Background: an optimization exercise with open tools, aiming at small area, a short achievable clock period and few clock cycles per item. Do not read the settings as production practice.
In this exercise RTL edits were held to simulation tests only and were not proved equivalent to the original.
Power is estimated from default activity; no workload was simulated.

<file path="design/flow/config.mk">
export PLATFORM = sky130hd
export DESIGN_NAME = mod_inv_bin
export DESIGN_NICKNAME = mod_inv_bin
export VERILOG_FILES = /design/flow/design.v
export SDC_FILE = /design/flow/constraint.sdc
export NUM_CORES = 4
export LEC_CHECK = 0
export CAP_MARGIN = 20
export CORE_MARGIN = 2
export CORE_UTILIZATION = 25
export PLACE_DENSITY = 0.4
export SLEW_MARGIN = 20
</file>
<file path="design/flow/constraint.sdc">
create_clock -name core_clock -period 10.0 [get_ports {clk}]
set_input_delay 2.0000 -clock core_clock [delete_from_list [all_inputs] [get_ports {clk}]]
set_output_delay 2.0000 -clock core_clock [all_outputs]
set_load 0.01 [all_outputs]
</file>
<file path="design/flow/design.v">
module mod_inv_bin #(
    parameter int WIDTH     = 128,
    parameter int MAX_STEPS = 4*WIDTH+4,
    parameter int CNT_W     = $clog2(MAX_STEPS+1)
) (
    input  logic             clk,
    input  logic             rst,
    input  logic [WIDTH-1:0] a,
    input  logic [WIDTH-1:0] p,
    input  logic             start,
    output logic             busy,
    output logic [WIDTH-1:0] inv,
    output logic             done,
    output logic             error,
    output logic [1:0]       err_code
);
    localparam int W  = WIDTH;
    localparam int AW = W + 5;       
    typedef enum logic [2:0] {
        S_IDLE,
        S_LOOP,
        S_PH2,
        S_FINAL,
        S_FIN
    } state_t;
    state_t           state_q;
    logic             start_q;
    logic             first_q;
    logic [W-1:0]     u_q;           
    logic [W:0]       v_q;           
    logic [W+3:0]     r_q;           
    logic [W:0]       s_q;           
    logic [W-1:0]     pr_q;
    logic [CNT_W-1:0] k_q;
    logic             busy_q, done_q, error_q;
    logic [1:0]       err_code_q;
    logic             uo, vo, sv, both;
    logic [W:0]       dsum;          
    logic             dneg;
    logic [W:0]       src, shifted;
    logic             j1, j2, j3, j4;
    logic [2:0]       jv;
    logic             eq, u_hi_zero, v_zero;
    assign uo   = u_q[0];
    assign vo   = v_q[0];
    assign sv   = v_q[W];
    assign both = uo & vo;
    assign dsum = {1'b0, u_q} + (sv ? v_q : ~v_q) + {{W{1'b0}}, ~sv};
    assign dneg = dsum[W];
    assign eq        = both & (u_q[W-1:1] == (v_q[W-1:1] ^ {(W-1){sv}}));
    assign u_hi_zero = (u_q[W-1:1] == '0);
    assign v_zero    = (v_q == '0);
    assign src = both ? dsum : (!uo ? {1'b0, u_q} : v_q);
    assign j1 = src[1];
    assign j2 = (src[2:1] == 2'b10);
    assign j3 = (src[3:1] == 3'b100);
    assign j4 = (src[3:1] == 3'b000);
    assign jv = j1 ? 3'd1 : j2 ? 3'd2 : j3 ? 3'd3 : 3'd4;
    always_comb begin
        shifted = '0;
        if (j1) shifted = {{1{src[W]}}, src[W:1]};
        if (j2) shifted = {{2{src[W]}}, src[W:2]};
        if (j3) shifted = {{3{src[W]}}, src[W:3]};
        if (j4) shifted = {{4{src[W]}}, src[W:4]};
    end
    logic [1:0]       mpad;
    logic [2:0]       jr;
    logic [W+3:0]     r_sh;
    logic [W:0]       s_sh;
    assign mpad = 2'(-k_q[1:0]);
    assign jr   = eq ? {1'b0, mpad} : jv;
    always_comb begin
        case (jr)
            3'd1:    r_sh = {r_q[W+2:0], 1'b0};
            3'd2:    r_sh = {r_q[W+1:0], 2'b0};
            3'd3:    r_sh = {r_q[W:0], 3'b0};
            default: r_sh = {r_q[W-1:0], 4'b0};
        endcase
        case (jv)
            3'd1:    s_sh = {s_q[W-1:0], 1'b0};
            3'd2:    s_sh = {s_q[W-2:0], 2'b0};
            3'd3:    s_sh = {s_q[W-3:0], 3'b0};
            default: s_sh = {s_q[W-4:0], 4'b0};
        endcase
    end
    logic [3:0]       pinv, tau;
    logic signed [2:0] t1, t2;
    logic [AW-1:0]    opx, opy, opz, csa_s, csa_c, wsum;
    logic             cy_y, cy_z;
    logic [AW-1:0]    p_ext;
    assign p_ext = {{(AW-W){1'b0}}, pr_q};
    always_comb begin
        case (pr_q[3:1])
            3'd0: pinv = 4'd1;
            3'd1: pinv = 4'd11;
            3'd2: pinv = 4'd13;
            3'd3: pinv = 4'd7;
            3'd4: pinv = 4'd9;
            3'd5: pinv = 4'd3;
            3'd6: pinv = 4'd5;
            default: pinv = 4'd15;
        endcase
    end
    assign tau = 4'(-(r_q[3:0] * pinv));
    always_comb begin
        case (tau)
            4'd0:  begin t1 = 3'sd0;  t2 = 3'sd0;  end
            4'd1:  begin t1 = 3'sd1;  t2 = 3'sd0;  end
            4'd2:  begin t1 = 3'sd2;  t2 = 3'sd0;  end
            4'd3:  begin t1 = -3'sd1; t2 = 3'sd1;  end
            4'd4:  begin t1 = 3'sd0;  t2 = 3'sd1;  end
            4'd5:  begin t1 = 3'sd1;  t2 = 3'sd1;  end
            4'd6:  begin t1 = 3'sd2;  t2 = 3'sd1;  end
            4'd7:  begin t1 = -3'sd1; t2 = 3'sd2;  end
            4'd8:  begin t1 = 3'sd0;  t2 = 3'sd2;  end
            4'd9:  begin t1 = 3'sd1;  t2 = 3'sd2;  end
            4'd10: begin t1 = 3'sd2;  t2 = 3'sd2;  end
            4'd11: begin t1 = -3'sd1; t2 = -3'sd1; end    
            4'd12: begin t1 = 3'sd0;  t2 = -3'sd1; end    
            4'd13: begin t1 = 3'sd1;  t2 = -3'sd1; end    
            4'd14: begin t1 = 3'sd2;  t2 = -3'sd1; end    
            default: begin t1 = -3'sd1; t2 = 3'sd0; end   
        endcase
    end
    always_comb begin
        opx  = {{(AW-W-4){r_q[W+3]}}, r_q};
        opy  = '0;
        opz  = '0;
        cy_y = 1'b0;
        cy_z = 1'b0;
        if (state_q == S_PH2) begin
            case (t1)
                3'sd1:   opy = p_ext;
                3'sd2:   opy = p_ext << 1;
                -3'sd1:  begin opy = ~p_ext; cy_y = 1'b1; end
                default: opy = '0;
            endcase
            case (t2)
                3'sd1:   opz = p_ext << 2;
                3'sd2:   opz = p_ext << 3;
                -3'sd1:  begin opz = ~(p_ext << 2); cy_z = 1'b1; end
                default: opz = '0;
            endcase
        end else if (state_q == S_FINAL) begin
            opy = r_q[W+3] ? p_ext : '0;
        end else begin
            opy = {{(AW-W-1){s_q[W]}}, s_q};
        end
    end
    assign csa_s = opx ^ opy ^ opz;
    assign csa_c = {((opx & opy) | (opx & opz) | (opy & opz)), cy_y};
    assign wsum  = csa_s + csa_c[AW-1:0] + {{(AW-1){1'b0}}, cy_z};
    logic accept;
    assign accept = (state_q == S_IDLE) && start && !start_q;
    always_ff @(posedge clk) begin
        if (rst) begin
            state_q    <= S_IDLE;
            start_q    <= 1'b0;
            first_q    <= 1'b0;
            busy_q     <= 1'b0;
            done_q     <= 1'b0;
            error_q    <= 1'b0;
            err_code_q <= 2'd0;
        end else begin
            start_q <= start;
            done_q  <= 1'b0;
            error_q <= 1'b0;
            first_q <= 1'b0;
            case (state_q)
                S_IDLE: begin
                    if (accept) begin
                        busy_q  <= 1'b1;
                        first_q <= 1'b1;
                        state_q <= S_LOOP;
                    end
                end
                S_LOOP: begin
                    if (first_q && (!uo || u_hi_zero)) begin
                        state_q    <= S_FIN;
                        error_q    <= 1'b1;
                        err_code_q <= 2'd2;
                    end else if (first_q && (v_zero || eq || dneg)) begin
                        state_q    <= S_FIN;
                        error_q    <= 1'b1;
                        err_code_q <= 2'd1;
                    end else if (eq) begin
                        if (u_hi_zero) begin
                            state_q <= S_PH2;
                        end else begin
                            state_q    <= S_FIN;
                            error_q    <= 1'b1;
                            err_code_q <= 2'd3;
                        end
                    end
                end
                S_PH2: begin
                    if (k_q == CNT_W'(4)) state_q <= S_FINAL;
                end
                S_FINAL: begin
                    state_q    <= S_FIN;
                    done_q     <= 1'b1;
                    err_code_q <= 2'd0;
                end
                default: begin
                    busy_q  <= 1'b0;
                    state_q <= S_IDLE;
                end
            endcase
        end
    end
    logic loop_err;
    assign loop_err = first_q ? (!uo || u_hi_zero || v_zero || eq || dneg) : (eq && !u_hi_zero);
    always_ff @(posedge clk) begin
        case (state_q)
            S_IDLE: begin
                if (accept) begin
                    u_q  <= p;
                    v_q  <= {1'b0, a};
                    pr_q <= p;
                    r_q  <= '0;
                    s_q  <= '1;
                    k_q  <= '0;
                end
            end
            S_LOOP: begin
                if (loop_err) begin
                    r_q <= '0;
                end else if (eq) begin
                    if (mpad != 2'd0) r_q <= r_sh;
                    k_q <= k_q + CNT_W'(mpad);
                end else begin
                    k_q <= k_q + CNT_W'(jv);
                    if (!uo) begin
                        u_q <= shifted[W-1:0];
                        s_q <= s_sh;
                    end else if (!vo) begin
                        v_q <= shifted;
                        r_q <= r_sh;
                    end else if (!dneg) begin
                        u_q <= shifted[W-1:0];
                        r_q <= {{3{wsum[W]}}, wsum[W:0]};
                        s_q <= s_sh;
                    end else begin
                        v_q <= shifted;
                        s_q <= wsum[W:0];
                        r_q <= r_sh;
                    end
                end
            end
            S_PH2: begin
                r_q <= {{3{wsum[AW-1]}}, wsum[AW-1:4]};
                k_q <= k_q - CNT_W'(4);
            end
            S_FINAL: begin
                r_q <= wsum[W+3:0];
            end
            default: ;
        endcase
    end
    assign busy     = busy_q;
    assign done     = done_q;
    assign error    = error_q;
    assign inv      = r_q[W-1:0];
    assign err_code = err_code_q;
endmodule
</file>
<file path="design/flow/run.sh">
#!/bin/bash
# synth_recipe.tcl (not shown) runs the flow's synth.tcl, then flattens the netlist and writes it again
# the make line also repeats each setting of config.mk as NAME=value (left out here)
make -C /OpenROAD-flow-scripts/flow DESIGN_CONFIG=/design/flow/config.mk WORK_HOME=/design/flow/orfs CLKGATE_MAP_FILE= SYNTH_SCRIPT=/design/flow/synth_recipe.tcl finish
</file>
==> summary.txt <==
-- sequential cells by signal (all words and copies together), names as in the netlist --
register	cells
busy_q	1
done_q	1
err_code_q	2
error_q	1
first_q	1
k_q	10
pr_q	128
r_q	132
s_q	129
start_q	1
state_q	3
u_q	128
v_q	129
-- layout make-up --
| type | instances | area (sq um) |
|---|---|---|
| Antenna cell | 10 | 25.0 |
| Clock buffer | 106 | 2330 |
| Clock inverter | 61 | 723 |
| Fill cell | 31100 | 206000 |
| Inverter | 395 | 1490 |
| Multi-Input combinational cell | 7396 | 47800 |
| Sequential cell | 666 | 19900 |
| Tap cell | 3781 | 4730 |
| Timing Repair Buffer | 602 | 5740 |
-- power groups by stage --
stage                     clock (uW)  combinational (uW)  sequential, uW
after global placement             0               17000            4830
after global routing            3670               18600            4820
after CTS                       3580               17000            4760
final                           3530               17500            4830
after floorplan                    0               10700            4200
after detailed placement           0               17000            4810
-- path summary, 6_finish.rpt --
kind | slack, ns | cells past startpoint | to
max | 0.76 | 29 | r_q[126]$_DFFE_PP_
min | 0.60 | 2 | err_code_q[1]$_SDFFE_PP0P_
max reg2reg | 0.76 | 29 | r_q[126]$_DFFE_PP_
min reg2reg | 0.60 | 2 | err_code_q[1]$_SDFFE_PP0P_
-- routing by layer --
| layer | part of all wire | track usage |
|---|---|---|
| met5 | 0.000082 | 0 |
| met4 | 0.058 | 0.150 |
| met3 | 0.080 | 0.0474 |
| met2 | 0.43 | 0.458 |
| met1 | 0.43 | 0.412 |
-- cells by family after synthesis --
kind of cell             after synthesis  synth area share
AND/OR/NAND/NOR                     2997             0.184
adder cells (fa/ha/maj)              405            0.0840
XOR/XNOR                             562            0.0678
buffers and inverters               1241            0.0724
multiplexers                         173            0.0244
AO/OA/AOI/OAI                       3259             0.293
flip-flops                           666             0.274
-- worst reg2reg max path, delay by kind of cell, from the launching register on --
kind / cells / cell delay, ns
xor+xnor: 5 / 0.91
fa+ha+maj: 5 / 1.86
flops: 1 / 0.58
buf+inv: 4 / 1.24
compound gates: 9 / 2.79
simple gates: 6 / 1.66
-- Yosys cell counts (all sizes together), types with 116 or more instances --
cell type  count
nand3        241
o22ai        116
edfxtp       656
buf          245
nor3         173
nand2       1202
a22oi        151
inv          395
a21oi        778
a222oi       173
nor2         793
nand4        172
xnor2        416
clkbuf       601
xor2         146
o21ai        896
fa           137
mux2i        147
ha           268
o211ai       123
a221oi       180
-- through the flow --
step	util	cell area (sq um)
2_1_floorplan	-	72600
3_3_place_gp	0.276	79600
3_5_place_dp	0.276	79600
4_1_cts	0.287	82700
5_1_grt	0.287	82700
6_report	0.287	82700
==> out/metrics.csv <==
stage,metric,value,unit
synthesis,netlist_area,72600,sq um
global_route,grt_pass1_vias,74900,
detailed_routing,avgRoutedWirePerCell,35.5,um
cts,cts_resized,0,
critical_path,required,10.52,ns
cells_and_area,post_route_cells_drive_above_1_share,0.0513,
power,p_int,11100,uW
critical_path,cp_top_family,compound AO/OA/AOI/OAI gates,
hold_path,hp-class,reg2reg,
synthesis,synthCells,9303,
critical_path,crit_fanout,50,
job,drv_cap,0,
synthesis,avgSynthCellArea,7.80,sq um
synthesis,synth.distinct_cells,88,
cts,root_buffer,clkbuf_16,
synthesis,synth_top_area_cell,edfxtp_1,
power,leakage,0.0291,uW
synthesis,synth_nets,9967,
detailed_routing,drt_pass1_iterations,9,
sta,final-setup-viol-count,0,
floorplan,die-area,295000,sq um
hold_path,hold_start,err_code_q[1]$_SDFFE_PP0P_,
synthesis,ys_warn_count,1,
cts,cts_hold_buf,0,
cts,clk_latency,0.78,ns
synthesis,async_reset_ff_frac,0,
sta,tns,0,ns
status,outcome,finished clean,
cts,cts_tree,built,
placed_design,dp_cells,12800,
cts,cts-buffers-inserted,91,
critical_path,worstSetupStartpointType,register,
placed_design,gp_congestion,1.01,
cts,cts_setup_buffers,0,
global_route,grtUsageTotal,0.301,
power,max-vdd-ir-drop,211,uV
power,p_comb_frac,0.676,
detailed_routing,viasPerCell,6.12,
synthesis,synth_seq_area_share,0.274,
detailed_routing,drt-initial-drc-count,10600,
power,p_per_area,312,nW/um^2
floorplan,row_count,197,
critical_path,crit_path_start,r_q[0]$_DFFE_PP_,
sta,worst_pin_slew,1.26,ns
synthesis,synth_flop_cell,edfxtp_1,
sta,holdWs,0.604,ns
cts,clk_pin_slew_worst_paths,0.07,ns
synthesis,synth_seq_cells,666,
placed_design,io_buffers,391,
power,clkPwrFrac,0.137,
cells_and_area,area_growth,14.0,%
sta,slew_viol_final,0,
critical_path,worstSetupEndpointType,register,
critical_path,critPathMaxStageDelay,0.58,ns
cells_and_area,final_common_cell,nand2_1,
critical_path,r2r_start,r_q[0]$_DFFE_PP_,
synthesis,synthTopCellsByArea,"edfxtp_1 27%, nand2_1 6.2%, o21ai_0 6.0%",
cells_and_area,layout_common_cells,"1,195 x nand2_1, 870 x o21ai_0, 776 x nor2_1, 776 x a21oi_1, 656 x edfxtp_1",
sta,post-route-min-period,9.24,ns
floorplan,start_util,0.252,
sta,finalHoldViolCount,0,
sta,rsz0062_at_grt,false,
detailed_routing,detail-route-antenna-nets,0,
power,switching_share,0.571,
detailed_routing,vias,79600,
global_route,antenna_found_initial,28,
cts,htree_levels,3,
global_route,grt_pass1_wl,631000,um
sta,setup_ws,0.757,ns
floorplan,die_h,543,um
global_route,grt_max_degree,187,
global_route,grt_overflow,0,
detailed_routing,drc,0,
critical_path,arrival,9.76,ns
power,power,25800,uW
critical_path,crit_top_cell,xnor2_1,
floorplan,pin_count,392,
cts,cts_buffer_depth,3,
placed_design,dp_slack,0.686,ns
synthesis,netlist.area_leader.share,0.271,
floorplan,core-area,288000,sq um
cells_and_area,nNetsFinal,9816,
sta,slew_headroom,0.157,
synthesis,synth_edf_count,656,
critical_path,crit_type,reg2reg,
critical_path,crit_buf_inv,4,
sta,period_share,0.924,
placed_design,dp_hpwl,361000,um
cts,clock_sinks,666,
detailed_routing,routed_wl,462000,um
critical_path,crit_path_top_delay_cell,edfxtp_1,
sta,skew,0.0563,ns
floorplan,die_w,543,um
cells_and_area,final_cells,13000,
sta,max_freq,108,MHz
power,p_switching,14700,uW
power,pwr-share-seq,0.187,
Testbench counts, summed over its fixed seeds: cycles 54,422, items 384.

==> afterwards: timing with drivers on the ports <==
How much do the figures lean on ideal ports? The routed layout below was timed once more, with nothing changed but the port constraints.
Step 1 (the two cells are an assumption about what drives the block):
set clk [get_ports {clk}]
set_driving_cell -lib_cell sky130_fd_sc_hd__clkbuf_16 $clk
set_driving_cell -lib_cell sky130_fd_sc_hd__buf_2 [delete_from_list [all_inputs] $clk]
Step 2 times the ports against the registers' clock, not the clock port: input delays grow and output delays shrink by t, the midpoint of the rising clock arrivals with the driver on.
Three values: ideal ports, drivers, drivers and shift; two values: the first two.
shift t [ns]: 0.851
setup WS [ns]: 0.757 / 0.757 / 0.757
clock arrival spread, ns: 0.056 / 0.057
pins driven straight from the clock port: 1
After both steps setup and hold are still met in this run. The setup slack of this run moves by 0.000 ns with the drivers and by 0.000 ns with both steps.
